This design comes from an exercise in tuning for small area and a short achievable clock period on the open sky130 flow, not from production work.
Only simulation tests tie the RTL to the original design; equivalence was not proved.
Power figures rest on the tool's default switching activity, not on a simulated workload.

Setup of delta:
## systolic_gemm_engine
module systolic_gemm_engine #(
   parameter int ROWS = 4,
   parameter int COLS = 4,
   parameter int DW   = 8,
   parameter int AW   = 20
) (
   input  logic                 clk,
   input  logic                 rst,
   input  logic                 w_valid,
   output logic                 w_ready,
   input  logic [COLS*DW-1:0]   w_data,
   input  logic                 a_valid,
   output logic                 a_ready,
   input  logic                 a_last,
   input  logic [ROWS*DW-1:0]   a_data,
   output logic                 out_valid,
   output logic [COLS*AW-1:0]   out_data,
   output logic                 busy
);
clock: 8.0 ns
lec_check: 0
cap_margin: 20
core_margin: 2
core_utilization: 40
cts_cluster_diameter: 100
cts_cluster_size: 24
setup_slack_margin: 4.8
slew_margin: 20
synth_hierarchical: 1
synth_minimum_keep_size: 0
tns_end_percent: 0
standard.sh (not shown) runs the stock make flow with config.mk's settings and CLKGATE_MAP_FILE= SYNTH_SCRIPT=/design/flow/synth_recipe.tcl, a recipe that flattens the netlist after the stock synthesis.
==> flow/flow/run.sh <==
#!/bin/bash
set -o pipefail
export BUFFER_PORTS_ARGS="-buffer_cell sky130_fd_sc_hd__buf_1"
export CTS_ARGS="-sink_clustering_enable -repair_clock_nets -sink_clustering_size 24 -sink_clustering_max_diameter 100 -dont_use_dummy_load"
bash standard.sh > standard.log 2>&1
status=$?
ls -la out > out_listing.log 2>&1
exit $status
delta completed every stage of the flow, and the final layout passed the timing, design-rule and antenna checks.
diff inputs: delta => onyx
Settings: swapping 4.8 for 4.9 in SETUP_SLACK_MARGIN.
[summary]
onyx ran to completion and came out clean on the timing, design-rule and antenna checks. met3 track utilization from global routing sits higher in onyx than in delta. Of delta and onyx, delta shows the lower actual transition at the worst max-transition pin, with onyx above it. Compared with delta, onyx shows starting DRC count in detailed routing that has gone up slightly. onyx vs. delta: number of placed instances with taps included has remained practically unchanged, total power draw rose 0.64%.

* * *

systolic_gemm_engine, a different RTL version from the one above (not shown whole).
Size in the first run: about 670 flip-flops, ~150 I/O pins, roughly 38000 sq um of cells after synthesis.
Settings: LEC_CHECK=0, CAP_MARGIN=20, CORE_MARGIN=2, CORE_UTILIZATION=40, CTS_CLUSTER_DIAMETER=100, CTS_CLUSTER_SIZE=24, SETUP_SLACK_MARGIN=4.9, SLEW_MARGIN=20, SYNTH_HIERARCHICAL=1, SYNTH_MINIMUM_KEEP_SIZE=0, TNS_END_PERCENT=0; clock period 8.0 ns.
run.sh (not shown) runs the stock make flow with config.mk's settings and CLKGATE_MAP_FILE= SYNTH_SCRIPT=/design/flow/synth_recipe.tcl, a recipe that flattens the netlist after the stock synthesis.
Stock flow here: none of the scripts above is used.
Then changed:
==> flow/flow/run.sh (new file) <==
#!/bin/bash
set -o pipefail
export BUFFER_PORTS_ARGS="-buffer_cell sky130_fd_sc_hd__buf_1"
export CTS_ARGS="-sink_clustering_enable -repair_clock_nets -sink_clustering_size 24 -sink_clustering_max_diameter 100 -dont_use_dummy_load"
bash standard.sh > standard.log 2>&1
status=$?
ls -la out > out_listing.log 2>&1
exit $status
==> flow/standard.sh (new file) <==
#!/bin/bash
# synth_recipe.tcl (not shown) runs the flow's synth.tcl, then flattens the netlist and writes it again
# the make line also repeats each setting of config.mk as NAME=value (left out here)
make -C /OpenROAD-flow-scripts/flow DESIGN_CONFIG=/design/flow/config.mk WORK_HOME=/design/flow/orfs CLKGATE_MAP_FILE= SYNTH_SCRIPT=/design/flow/synth_recipe.tcl "${@:-finish}"
removed: flow/run.sh
Result: The changed run completed with no timing, DRC or antenna violations. Setup slack improves by 55 ps. Wire length goes up by a few percent. Final area is about the same. Global-route usage goes up by 1.1 points.
Then changed:
==> flow/flow/run.sh (replaced) <==
#!/bin/bash
set -o pipefail
export BUFFER_PORTS_ARGS="-buffer_cell sky130_fd_sc_hd__buf_2"
bash standard.sh > standard.log 2>&1
status=$?
ls -la out > out_listing.log 2>&1
exit $status
Worst setup slack gains 43 ps.
Total power climbs by 1.6%.
Hold slack hardly moves.
Cell area climbs by 0.35%.
Wire length drops by 0.93%.
Fmax climbs by 1.4%.
Clock skew drops by 13 ps.
Then changed:
==> flow/flow/run.sh (replaced) <==
#!/bin/bash
set -o pipefail
export BUFFER_PORTS_ARGS="-buffer_cell sky130_fd_sc_hd__buf_1"
export CTS_ARGS="-sink_clustering_enable -repair_clock_nets -sink_clustering_size 24 -sink_clustering_max_diameter 100 -dont_use_dummy_load"
bash standard.sh > standard.log 2>&1
status=$?
ls -la out > out_listing.log 2>&1
exit $status
- SETUP_SLACK_MARGIN: 4.9 -> 4.8
=>
- The changed run passed the timing, design-rule and antenna checks
- final cell count decreases by 2.6%
- wire length decreases by 4.6%
- fmax is lower by 4.0%
- non-clock buffer count came out lower by 88
- core utilization shrinks by 1.6 points
- die area does not change
- final area is lower by 3.6%
- power decreases by 2.8%
- global-route usage drops by 0.14 points
- clock skew rose by 30 ps
- worst setup slack loses 130 ps

==> afterwards: timing with drivers on the ports <==
The flow's constraints put no driver on any port. The routed layouts listed below were extracted and timed again, unchanged, in two steps.
Step 1, drivers: a clkbuf_16 drives clk and a buf_2 each remaining input, both assumed.
Step 2 also shifts input and output timing later by t, the mid clock arrival at the registers, as if the neighbouring blocks saw the same clock.
Three values: ideal, step 1, step 2; two values: the first two.
| run | t (ns) | setup WS [ns] | pins driven straight from the clock port |
|---|---|---|---|
| delta | 0.663 | 4.748 / 4.748 / 4.748 | 1 |
| onyx | 0.658 | 4.785 / 4.785 / 4.785 | 1 |
| the first run of note 2 | 0.672 | 4.759 / 4.759 / 4.422 | 1 |
| the second run of note 2 | 0.657 | 4.814 / 4.814 / 4.814 | 1 |
| the third run of note 2 | 0.692 | 4.857 / 4.857 / 4.849 | 1 |
| the fourth run of note 2 | 0.673 | 4.727 / 4.727 / 4.727 | 1 |
After both steps every run listed still meets setup and hold. For the first run of note 2, which loses most, drivers alone change the setup slack by 0.000 ns; drivers and shift together by -0.337 ns.
